What follows belongs to an exercise in optimizing a design on an open flow for small area and a short achievable clock period; a production flow would make more cautious choices.
Where RTL was checked, it was by simulation tests only, not by an equivalence proof against the original.
Power figures rest on the tool's default switching activity, not on a simulated workload.

==> 12-04: inputs <==
==> flow/design.v <==
`default_nettype none
package oqfmm_pkg;
    localparam logic [1:0] MODE_FIFO = 2'd0;
    localparam logic [1:0] MODE_MIN  = 2'd1;
    localparam logic [1:0] MODE_MAX  = 2'd2;
    localparam logic       FUNC_ENQ  = 1'b0;
    localparam logic       FUNC_DEQ  = 1'b1;
    localparam logic [1:0] STATUS_DONE  = 2'd0;
    localparam logic [1:0] STATUS_EMPTY = 2'd1;
    localparam logic [1:0] STATUS_FULL  = 2'd2;
endpackage
`default_nettype wire
`default_nettype none
module oqfmm_cmp (
    input  wire         i_min,
    input  wire         i_max,
    input  wire [31:0]  i_stored,
    input  wire [31:0]  i_value,
    output logic        o_here
);
    logic [31:0] w_a;
    logic [31:0] w_nb;
    logic [31:0] w_g1, w_p1;
    logic [15:0] w_g2, w_p2;
    logic [7:0]  w_g3, w_p3;
    logic [3:0]  w_g4, w_p4;
    logic [1:0]  w_g5, w_p5;
    logic        w_g6, w_p6;
    logic        w_ge;
    assign w_a  = {~i_stored[31], i_stored[30:0]};
    assign w_nb = {i_value[31], ~i_value[30:0]};
    assign w_g1 = w_a & w_nb;
    assign w_p1 = w_a | w_nb;
    for (genvar i = 0; i < 16; i++) begin : g_l2
        assign w_g2[i] = w_g1[2*i+1] | (w_p1[2*i+1] & w_g1[2*i]);
        assign w_p2[i] = w_p1[2*i+1] & w_p1[2*i];
    end
    for (genvar i = 0; i < 8; i++) begin : g_l3
        assign w_g3[i] = w_g2[2*i+1] | (w_p2[2*i+1] & w_g2[2*i]);
        assign w_p3[i] = w_p2[2*i+1] & w_p2[2*i];
    end
    for (genvar i = 0; i < 4; i++) begin : g_l4
        assign w_g4[i] = w_g3[2*i+1] | (w_p3[2*i+1] & w_g3[2*i]);
        assign w_p4[i] = w_p3[2*i+1] & w_p3[2*i];
    end
    for (genvar i = 0; i < 2; i++) begin : g_l5
        assign w_g5[i] = w_g4[2*i+1] | (w_p4[2*i+1] & w_g4[2*i]);
        assign w_p5[i] = w_p4[2*i+1] & w_p4[2*i];
    end
    assign w_g6 = w_g5[1] | (w_p5[1] & w_g5[0]);
    assign w_p6 = w_p5[1] & w_p5[0];
    assign w_ge = w_g6 | (w_p6 & i_min);
    assign o_here = (i_min && w_ge) || (i_max && !w_ge);
endmodule
module oqfmm_cell (
    input  wire                    i_clk,
    input  wire                    i_ins,         
    input  wire                    i_rem,         
    input  wire                    i_occupied,    
    input  wire                    i_found,
    input  wire signed [31:0]      i_new_value,   
    input  wire signed [31:0]      i_left_value,
    input  wire signed [31:0]      i_right_value,
    input  wire                    i_in_min,      
    input  wire                    i_in_max,
    input  wire signed [31:0]      i_in_value,    
    input  wire                    i_new_cmp,     
    input  wire                    i_left_cmp,    
    input  wire                    i_right_cmp,   
    output logic                   o_here,        
    output logic                   o_cmp,         
    output logic signed [31:0]     o_value
);
    logic signed [31:0] r_value;
    logic signed [31:0] n_value;
    logic               r_here;
    logic               n_here;
    logic               w_cmp;
    logic               w_take_left;
    logic               w_take_new;
    logic               w_take_right;
    logic               w_keep;
    assign o_here = r_here;
    assign w_take_left  = i_ins && i_found;
    assign w_take_new   = i_ins && !i_found && o_here;
    assign w_take_right = i_rem;
    assign w_keep       = !(w_take_left || w_take_new || w_take_right);
    assign n_value = ({32{w_keep}}       & r_value)
                   | ({32{w_take_left}}  & i_left_value)
                   | ({32{w_take_new}}   & i_new_value)
                   | ({32{w_take_right}} & i_right_value);
    oqfmm_cmp u_cmp (
        .i_min    (i_in_min),
        .i_max    (i_in_max),
        .i_stored (r_value),
        .i_value  (i_in_value),
        .o_here   (w_cmp)
    );
    assign o_cmp = !i_occupied || w_cmp;
    assign n_here = (w_keep       && o_cmp)
                 || (w_take_left  && i_left_cmp)
                 || (w_take_new   && i_new_cmp)
                 || (w_take_right && i_right_cmp);
    always_ff @(posedge i_clk) begin
        r_value <= n_value;
        r_here  <= n_here;
    end
    assign o_value = r_value;
endmodule
`default_nettype wire
`default_nettype none
module oqfmm_rbuf (
    input  wire          i_clk,
    input  wire          i_rst_n,
    input  wire          i_push,
    input  wire [1:0]    i_kind,        
    input  wire [31:0]   i_value,       
    input  wire [4:0]    i_occupancy,   
    input  wire [31:0]   i_row_head,    
    input  wire [4:0]    i_count,       
    output logic         o_full,
    output logic         o_valid,
    input  wire          i_stall,
    output logic [1:0]   o_status,
    output logic [31:0]  o_value,
    output logic [4:0]   o_occupancy
);
    localparam logic [1:0] KIND_DEQ = 2'd3;
    logic        r_valid;
    logic        r_full;
    logic [1:0]  r_head_status;
    logic [4:0]  r_head_occupancy;
    logic [31:0] r_head_value;
    logic [1:0]  r_tail_kind;
    logic        w_pop;
    logic        w_load_new;
    logic        w_load_tail;
    logic        w_keep;
    logic        w_take_value;
    logic        w_take_row;
    assign w_pop   = r_valid && !i_stall;
    assign o_valid = r_valid;
    assign o_full  = r_full;
    assign w_load_new  = i_push && (!r_valid || w_pop);
    assign w_load_tail = w_pop && r_full;
    assign w_keep      = !(w_load_new || w_load_tail);
    always_ff @(posedge i_clk) begin
        if (!i_rst_n) begin
            r_valid <= 1'b0;
            r_full  <= 1'b0;
        end else begin
            r_valid <= i_push || r_full || (r_valid && !w_pop);
            r_full  <= (i_push && r_valid && !w_pop) || (r_full && !w_pop);
        end
    end
    always_ff @(posedge i_clk) begin
        if (w_load_new) begin
            r_head_status    <= (i_kind == KIND_DEQ) ? 2'd0 : i_kind;
            r_head_occupancy <= i_occupancy;
        end else if (w_load_tail) begin
            r_head_status    <= (r_tail_kind == KIND_DEQ) ? 2'd0 : r_tail_kind;
            r_head_occupancy <= i_count;
        end
        if (i_push && !w_load_new) begin
            r_tail_kind <= i_kind;
        end
    end
    assign w_take_value = w_load_new && (i_kind == KIND_DEQ);
    assign w_take_row   = w_load_tail && (r_tail_kind == KIND_DEQ);
    always_ff @(posedge i_clk) begin
        r_head_value <= ({32{w_keep}}       & r_head_value)
                      | ({32{w_take_value}} & i_value)
                      | ({32{w_take_row}}   & i_row_head);
    end
    assign o_status    = r_head_status;
    assign o_value     = r_head_value;
    assign o_occupancy = r_head_occupancy;
endmodule
`default_nettype wire
`default_nettype none
module ordered_queue_fifo_min_max #(
    parameter int DEPTH = 16
) (
    input  wire                i_clk,
    input  wire                i_rst_n,
    input  wire                i_in_valid,
    output logic               o_in_stall,
    input  wire                i_func,
    input  wire signed [31:0]  i_value_in,
    output logic               o_out_valid,
    input  wire                i_out_stall,
    output logic [1:0]         o_status,
    output logic signed [31:0] o_value_out,
    output logic [4:0]         o_occupancy,
    input  wire                i_cfg_valid,
    output logic               o_cfg_ready,
    input  wire [1:0]          i_cfg_data
);
    localparam int CW = $clog2(DEPTH + 1);
    logic [1:0]          r_mode;
    logic [CW-1:0]       r_count;      
    logic [CW-1:0]       n_count;
    logic [CW-1:0]       r_row_count;  
    logic                r_ins;        
    logic                r_rem;        
    logic signed [31:0]  r_new;        
    logic                w_in_min;
    logic                w_in_max;
    logic                w_new_cmp;
    logic                w_accept;
    logic                w_enq;
    logic                w_deq;
    logic                w_full;
    logic                w_empty;
    logic                w_buf_full;
    logic                w_rem;
    logic [1:0]          w_kind;
    logic [DEPTH:0]      w_found;
    logic [DEPTH-1:0]    w_here;
    logic [DEPTH-1:0]    w_cmp;
    logic [DEPTH-1:0][31:0] w_value;
    logic [31:0]         w_head_next;
    assign o_cfg_ready = 1'b1;
    assign o_in_stall  = w_buf_full;
    assign w_accept    = i_in_valid && !w_buf_full;
    assign w_full      = r_count[CW-1];
    assign w_empty     = (r_count == '0);
    assign w_enq       = w_accept && (i_func == oqfmm_pkg::FUNC_ENQ) && !w_full;
    assign w_deq       = w_accept && (i_func == oqfmm_pkg::FUNC_DEQ) && !w_empty;
    assign w_in_min    = (r_mode == oqfmm_pkg::MODE_MIN);
    assign w_in_max    = (r_mode == oqfmm_pkg::MODE_MAX);
    always_comb begin
        n_count = r_count;
        if (w_enq) begin
            n_count = r_count + CW'(1);
        end else if (w_deq) begin
            n_count = r_count - CW'(1);
        end
    end
    always_comb begin
        if (i_func == oqfmm_pkg::FUNC_ENQ) begin
            w_kind = w_full ? 2'd2 : 2'd0;
        end else begin
            w_kind = w_empty ? 2'd1 : 2'd3;
        end
    end
    assign w_rem = r_rem && !w_buf_full;
    always_ff @(posedge i_clk) begin
        if (!i_rst_n) begin
            r_mode      <= oqfmm_pkg::MODE_FIFO;
            r_count     <= '0;
            r_row_count <= '0;
            r_ins       <= 1'b0;
            r_rem       <= 1'b0;
        end else begin
            if (i_cfg_valid) begin
                r_mode <= i_cfg_data;
            end
            r_count <= n_count;
            if (r_ins) begin
                r_row_count <= r_row_count + CW'(1);
            end else if (w_rem) begin
                r_row_count <= r_row_count - CW'(1);
            end
            r_ins <= w_enq;
            r_rem <= w_deq || (r_rem && w_buf_full);
        end
    end
    always_ff @(posedge i_clk) begin
        r_new <= i_value_in;
    end
    oqfmm_cmp u_new_cmp (
        .i_min    (w_in_min),
        .i_max    (w_in_max),
        .i_stored (r_new),
        .i_value  (i_value_in),
        .o_here   (w_new_cmp)
    );
    assign w_found[0] = 1'b0;
    for (genvar g = 0; g < DEPTH; g++) begin : g_cell
        logic signed [31:0] w_left;
        logic signed [31:0] w_right;
        logic               w_left_cmp;
        logic               w_right_cmp;
        if (g == 0) begin : g_first
            assign w_left     = 32'sd0;
            assign w_left_cmp = 1'b0;
        end else begin : g_mid
            assign w_left     = w_value[g-1];
            assign w_left_cmp = w_cmp[g-1];
        end
        if (g == DEPTH - 1) begin : g_last
            assign w_right     = 32'sd0;
            assign w_right_cmp = 1'b1;
        end else begin : g_inner
            assign w_right     = w_value[g+1];
            assign w_right_cmp = w_cmp[g+1];
        end
        oqfmm_cell u_cell (
            .i_clk         (i_clk),
            .i_ins         (r_ins),
            .i_rem         (w_rem),
            .i_occupied    (CW'(g) < r_row_count),
            .i_found       (w_found[g]),
            .i_new_value   (r_new),
            .i_left_value  (w_left),
            .i_right_value (w_right),
            .i_in_min      (w_in_min),
            .i_in_max      (w_in_max),
            .i_in_value    (i_value_in),
            .i_new_cmp     (w_new_cmp),
            .i_left_cmp    (w_left_cmp),
            .i_right_cmp   (w_right_cmp),
            .o_here        (w_here[g]),
            .o_cmp         (w_cmp[g]),
            .o_value       (w_value[g])
        );
        assign w_found[g+1] = |w_here[g:0];
    end
    always_comb begin
        w_head_next = w_value[0];
        if (r_ins) begin
            if (w_here[0]) begin
                w_head_next = r_new;
            end
        end else if (r_rem) begin
            w_head_next = w_value[1];
        end
    end
    oqfmm_rbuf u_rbuf (
        .i_clk       (i_clk),
        .i_rst_n     (i_rst_n),
        .i_push      (w_accept),
        .i_kind      (w_kind),
        .i_value     (w_head_next),
        .i_occupancy (n_count),
        .i_row_head  (w_value[0]),
        .i_count     (r_count),
        .o_full      (w_buf_full),
        .o_valid     (o_out_valid),
        .i_stall     (i_out_stall),
        .o_status    (o_status),
        .o_value     (o_value_out),
        .o_occupancy (o_occupancy)
    );
endmodule
`default_nettype wire
==> flow/run.sh <==
#!/bin/bash
# synth_recipe.tcl (not shown) runs the flow's synth.tcl, then flattens the netlist and writes it again
# the make line also repeats each setting of config.mk as NAME=value (left out here)
make -C /OpenROAD-flow-scripts/flow DESIGN_CONFIG=/design/flow/config.mk WORK_HOME=/design/flow/orfs CLKGATE_MAP_FILE= SYNTH_SCRIPT=/design/flow/synth_recipe.tcl finish
==> flow/config.mk <==
export PLATFORM = sky130hd
export DESIGN_NAME = ordered_queue_fifo_min_max
export DESIGN_NICKNAME = ordered_queue_fifo_min_max
export VERILOG_FILES = /design/flow/design.v
export SDC_FILE = /design/flow/constraint.sdc
export NUM_CORES = 4
export LEC_CHECK = 0
export CAP_MARGIN = 20
export CELL_PAD_IN_SITES_DETAIL_PLACEMENT = 1
export CORE_MARGIN = 2
export CORE_UTILIZATION = 55
export SETUP_SLACK_MARGIN = 4.0
export SLEW_MARGIN = 20
export TNS_END_PERCENT = 5
==> flow/constraint.sdc <==
create_clock -name core_clock -period 6.5 [get_ports {i_clk}]
set_input_delay 1.3000 -clock core_clock [delete_from_list [all_inputs] [get_ports {i_clk}]]
set_output_delay 1.3000 -clock core_clock [all_outputs]
set_load 0.01 [all_outputs]
==> 08-21: changes against 12-04 <==
CORE_UTILIZATION = 40   (was 55)
CTS_CLUSTER_DIAMETER = 80   (was not set)
CTS_CLUSTER_SIZE = 25   (was not set)
==> 09-01: changes against 12-04 <==
CELL_PAD_IN_SITES_DETAIL_PLACEMENT = not set   (was 1)
CORE_UTILIZATION = 40   (was 55)
TNS_END_PERCENT = not set   (was 5)
==> 04-19: changes against 12-04 <==
--- a/flow/design.v
+++ b/flow/design.v
@@ -57,5 +57,5 @@
     input  wire                    i_ins,         
     input  wire                    i_rem,         
-    input  wire                    i_occupied,    
+    input  wire                    i_occupied,
     input  wire                    i_found,
     input  wire signed [31:0]      i_new_value,   
@@ -68,5 +68,5 @@
     input  wire                    i_left_cmp,    
     input  wire                    i_right_cmp,   
-    output logic                   o_here,        
+    output logic                   o_here,
     output logic                   o_cmp,         
     output logic signed [31:0]     o_value
@@ -74,12 +74,11 @@
     logic signed [31:0] r_value;
     logic signed [31:0] n_value;
-    logic               r_here;
-    logic               n_here;
-    logic               w_cmp;
+    logic               r_cmp;
+    logic               n_cmp;
     logic               w_take_left;
     logic               w_take_new;
     logic               w_take_right;
     logic               w_keep;
-    assign o_here = r_here;
+    assign o_here = !i_occupied || r_cmp;
     assign w_take_left  = i_ins && i_found;
     assign w_take_new   = i_ins && !i_found && o_here;
@@ -95,14 +94,13 @@
         .i_stored (r_value),
         .i_value  (i_in_value),
-        .o_here   (w_cmp)
+        .o_here   (o_cmp)
     );
-    assign o_cmp = !i_occupied || w_cmp;
-    assign n_here = (w_keep       && o_cmp)
-                 || (w_take_left  && i_left_cmp)
-                 || (w_take_new   && i_new_cmp)
-                 || (w_take_right && i_right_cmp);
+    assign n_cmp = (w_keep       && o_cmp)
+                || (w_take_left  && i_left_cmp)
+                || (w_take_new   && i_new_cmp)
+                || (w_take_right && i_right_cmp);
     always_ff @(posedge i_clk) begin
         r_value <= n_value;
-        r_here  <= n_here;
+        r_cmp   <= n_cmp;
     end
     assign o_value = r_value;
@@ -116,5 +114,4 @@
     input  wire [1:0]    i_kind,        
     input  wire [31:0]   i_value,       
-    input  wire [4:0]    i_occupancy,   
     input  wire [31:0]   i_row_head,    
     input  wire [4:0]    i_count,       
@@ -126,11 +123,12 @@
     output logic [4:0]   o_occupancy
 );
-    localparam logic [1:0] KIND_DEQ = 2'd3;
-    logic        r_valid;
-    logic        r_full;
-    logic [1:0]  r_head_status;
-    logic [4:0]  r_head_occupancy;
-    logic [31:0] r_head_value;
+    localparam logic [1:0] KIND_ENQ   = 2'd0;
+    localparam logic [1:0] KIND_EMPTY = 2'd1;
+    localparam logic [1:0] KIND_FULL  = 2'd2;
+    localparam logic [1:0] KIND_DEQ   = 2'd3;
+    logic [1:0]  r_fill;
+    logic [1:0]  r_head_kind;
     logic [1:0]  r_tail_kind;
+    logic [31:0] r_head_value;
     logic        w_pop;
     logic        w_load_new;
@@ -139,26 +137,22 @@
     logic        w_take_value;
     logic        w_take_row;
-    assign w_pop   = r_valid && !i_stall;
-    assign o_valid = r_valid;
-    assign o_full  = r_full;
-    assign w_load_new  = i_push && (!r_valid || w_pop);
-    assign w_load_tail = w_pop && r_full;
+    assign w_pop    = o_valid && !i_stall;
+    assign o_valid  = (r_fill != 2'd0);
+    assign o_full   = r_fill[1];
+    assign w_load_new  = i_push && (r_fill == 2'd0 || w_pop);
+    assign w_load_tail = w_pop && r_fill[1];
     assign w_keep      = !(w_load_new || w_load_tail);
     always_ff @(posedge i_clk) begin
         if (!i_rst_n) begin
-            r_valid <= 1'b0;
-            r_full  <= 1'b0;
+            r_fill <= 2'd0;
         end else begin
-            r_valid <= i_push || r_full || (r_valid && !w_pop);
-            r_full  <= (i_push && r_valid && !w_pop) || (r_full && !w_pop);
+            r_fill <= r_fill + {1'b0, i_push} - {1'b0, w_pop};
         end
     end
     always_ff @(posedge i_clk) begin
         if (w_load_new) begin
-            r_head_status    <= (i_kind == KIND_DEQ) ? 2'd0 : i_kind;
-            r_head_occupancy <= i_occupancy;
+            r_head_kind <= i_kind;
         end else if (w_load_tail) begin
-            r_head_status    <= (r_tail_kind == KIND_DEQ) ? 2'd0 : r_tail_kind;
-            r_head_occupancy <= i_count;
+            r_head_kind <= r_tail_kind;
         end
         if (i_push && !w_load_new) begin
@@ -173,7 +167,16 @@
                       | ({32{w_take_row}}   & i_row_head);
     end
-    assign o_status    = r_head_status;
-    assign o_value     = r_head_value;
-    assign o_occupancy = r_head_occupancy;
+    always_comb begin
+        o_status = (r_head_kind == KIND_DEQ) ? 2'd0 : r_head_kind;
+        o_value  = r_head_value;
+        o_occupancy = i_count;
+        if (r_fill[1]) begin
+            if (r_tail_kind == KIND_ENQ) begin
+                o_occupancy = i_count - 5'd1;
+            end else if (r_tail_kind == KIND_DEQ) begin
+                o_occupancy = i_count + 5'd1;
+            end
+        end
+    end
 endmodule
 `default_nettype wire
@@ -292,5 +295,5 @@
         if (g == DEPTH - 1) begin : g_last
             assign w_right     = 32'sd0;
-            assign w_right_cmp = 1'b1;
+            assign w_right_cmp = 1'b0;
         end else begin : g_inner
             assign w_right     = w_value[g+1];
@@ -334,5 +337,4 @@
         .i_kind      (w_kind),
         .i_value     (w_head_next),
-        .i_occupancy (n_count),
         .i_row_head  (w_value[0]),
         .i_count     (r_count),
CELL_PAD_IN_SITES_DETAIL_PLACEMENT = not set   (was 1)
CORE_UTILIZATION = 40   (was 55)
SETUP_SLACK_MARGIN = 3.5   (was 4.0)
TNS_END_PERCENT = not set   (was 5)
==> results.txt <==
                                                                                            09-01                      12-04                                  08-21                           04-19
Run status                                                                complete, no violations  aborted with a tool error                complete, no violations         complete, no violations
Last stage reached                                                                              -                    5_1_grt                                      -                               -
Crit path capture type                                                                  flip-flop                          -                              flip-flop                       flip-flop
Signal buffers share of area                                                                14.5%                          -                                  10.9%                           10.6%
Final number of max-transition violations                                                       0                          -                                      0                               0
Final Routed Wirelength                                                                184,000 um                          -                             194,000 um                      183,000 um
ClkCell Share                                                                               5.26%                          -                                  3.41%                           5.75%
Top-area cell type share of the netlist area                                                34.7%                      34.7%                                  34.7%                           34.9%
Path class of the lowest-slack min-delay path                                          reg -> reg                          -                             reg -> reg                      reg -> reg
Proportion of synthesized area in mux cells                                                 1.27%                      1.27%                                  1.27%                          0.147%
Sequential power                                                                        0.00578 W                          -                              0.00586 W                       0.00776 W
Cells after Synth                                                                           4,404                      4,404                                  4,404                           4,390
Yosys reg bits                                                                                617                        617                                    617                             612
Number of failing hold endpoints at the final stage                                             0                          -                                      0                               0
TritonCTS clock tree                                                                         done                          -                                   done                            done
Clock transition at the registers of the reported paths                                   0.06 ns                          -                                0.10 ns                         0.06 ns
Final Instance Count excl. Fillers                                                          5,833                          -                                  5,664                           5,742
Worst r2r dst                                                    g_cell[12].u_cell.r_here$_DFF_P_                          -  g_cell[15].u_cell.r_value[26]$_DFF_P_  g_cell[3].u_cell.r_cmp$_DFF_P_
Post-route minimum period                                                                 3.27 ns                          -                                3.39 ns                         3.55 ns
Post-route core utilization                                                                 53.6%                          -                                  49.4%                           51.3%
Clock latency reported for the late side of the worst-skew pair                           0.67 ns                          -                                0.66 ns                         0.66 ns
Sequential power share                                                                      40.9%                          -                                  46.0%                           39.8%
Max incr delay on CP                                                                      0.41 ns                          -                                0.60 ns                         0.97 ns
Total negative slack                                                                         0 ns                          -                                   0 ns                            0 ns
Non-clock inverter total of the final layout                                                  285                          -                                    280                             269
Total Power Consumption                                                                  0.0141 W                          -                               0.0128 W                        0.0195 W
IR Drop Worst-Case VDD                                                                   0.210 mV                          -                               0.201 mV                        0.313 mV
The RTL of 04-19 was laid out without a check of its function.

[static timing again, ports no longer ideal]
How much do the figures lean on ideal ports? The routed layouts below were timed once more, with nothing changed but the port constraints. Step 1, drivers: a clkbuf_16 drives i_clk and a buf_2 each remaining input, both assumed. Step 2 times the ports against the registers' clock, not the clock port: input delays grow and output delays shrink by t, the midpoint of the rising clock arrivals with the driver on. Three values: no drivers, after step 1, after step 2; two values: the first two.
run	t (ns)	setup WS [ns]	slew at the worst register clock pin (ns)	pins driven straight from the clock port
08-21	0.711	3.115 / 3.141 / 2.430	0.11 / 0.11	1
09-01	0.720	3.233 / 3.254 / 2.533	0.07 / 0.07	1
04-19	0.723	2.945 / 2.975 / 2.252	0.07 / 0.07	1
After both steps setup and hold are still met in every run listed. The setup slack of 09-01, which loses most, moves by +0.021 ns with the drivers and by -0.700 ns with both steps.
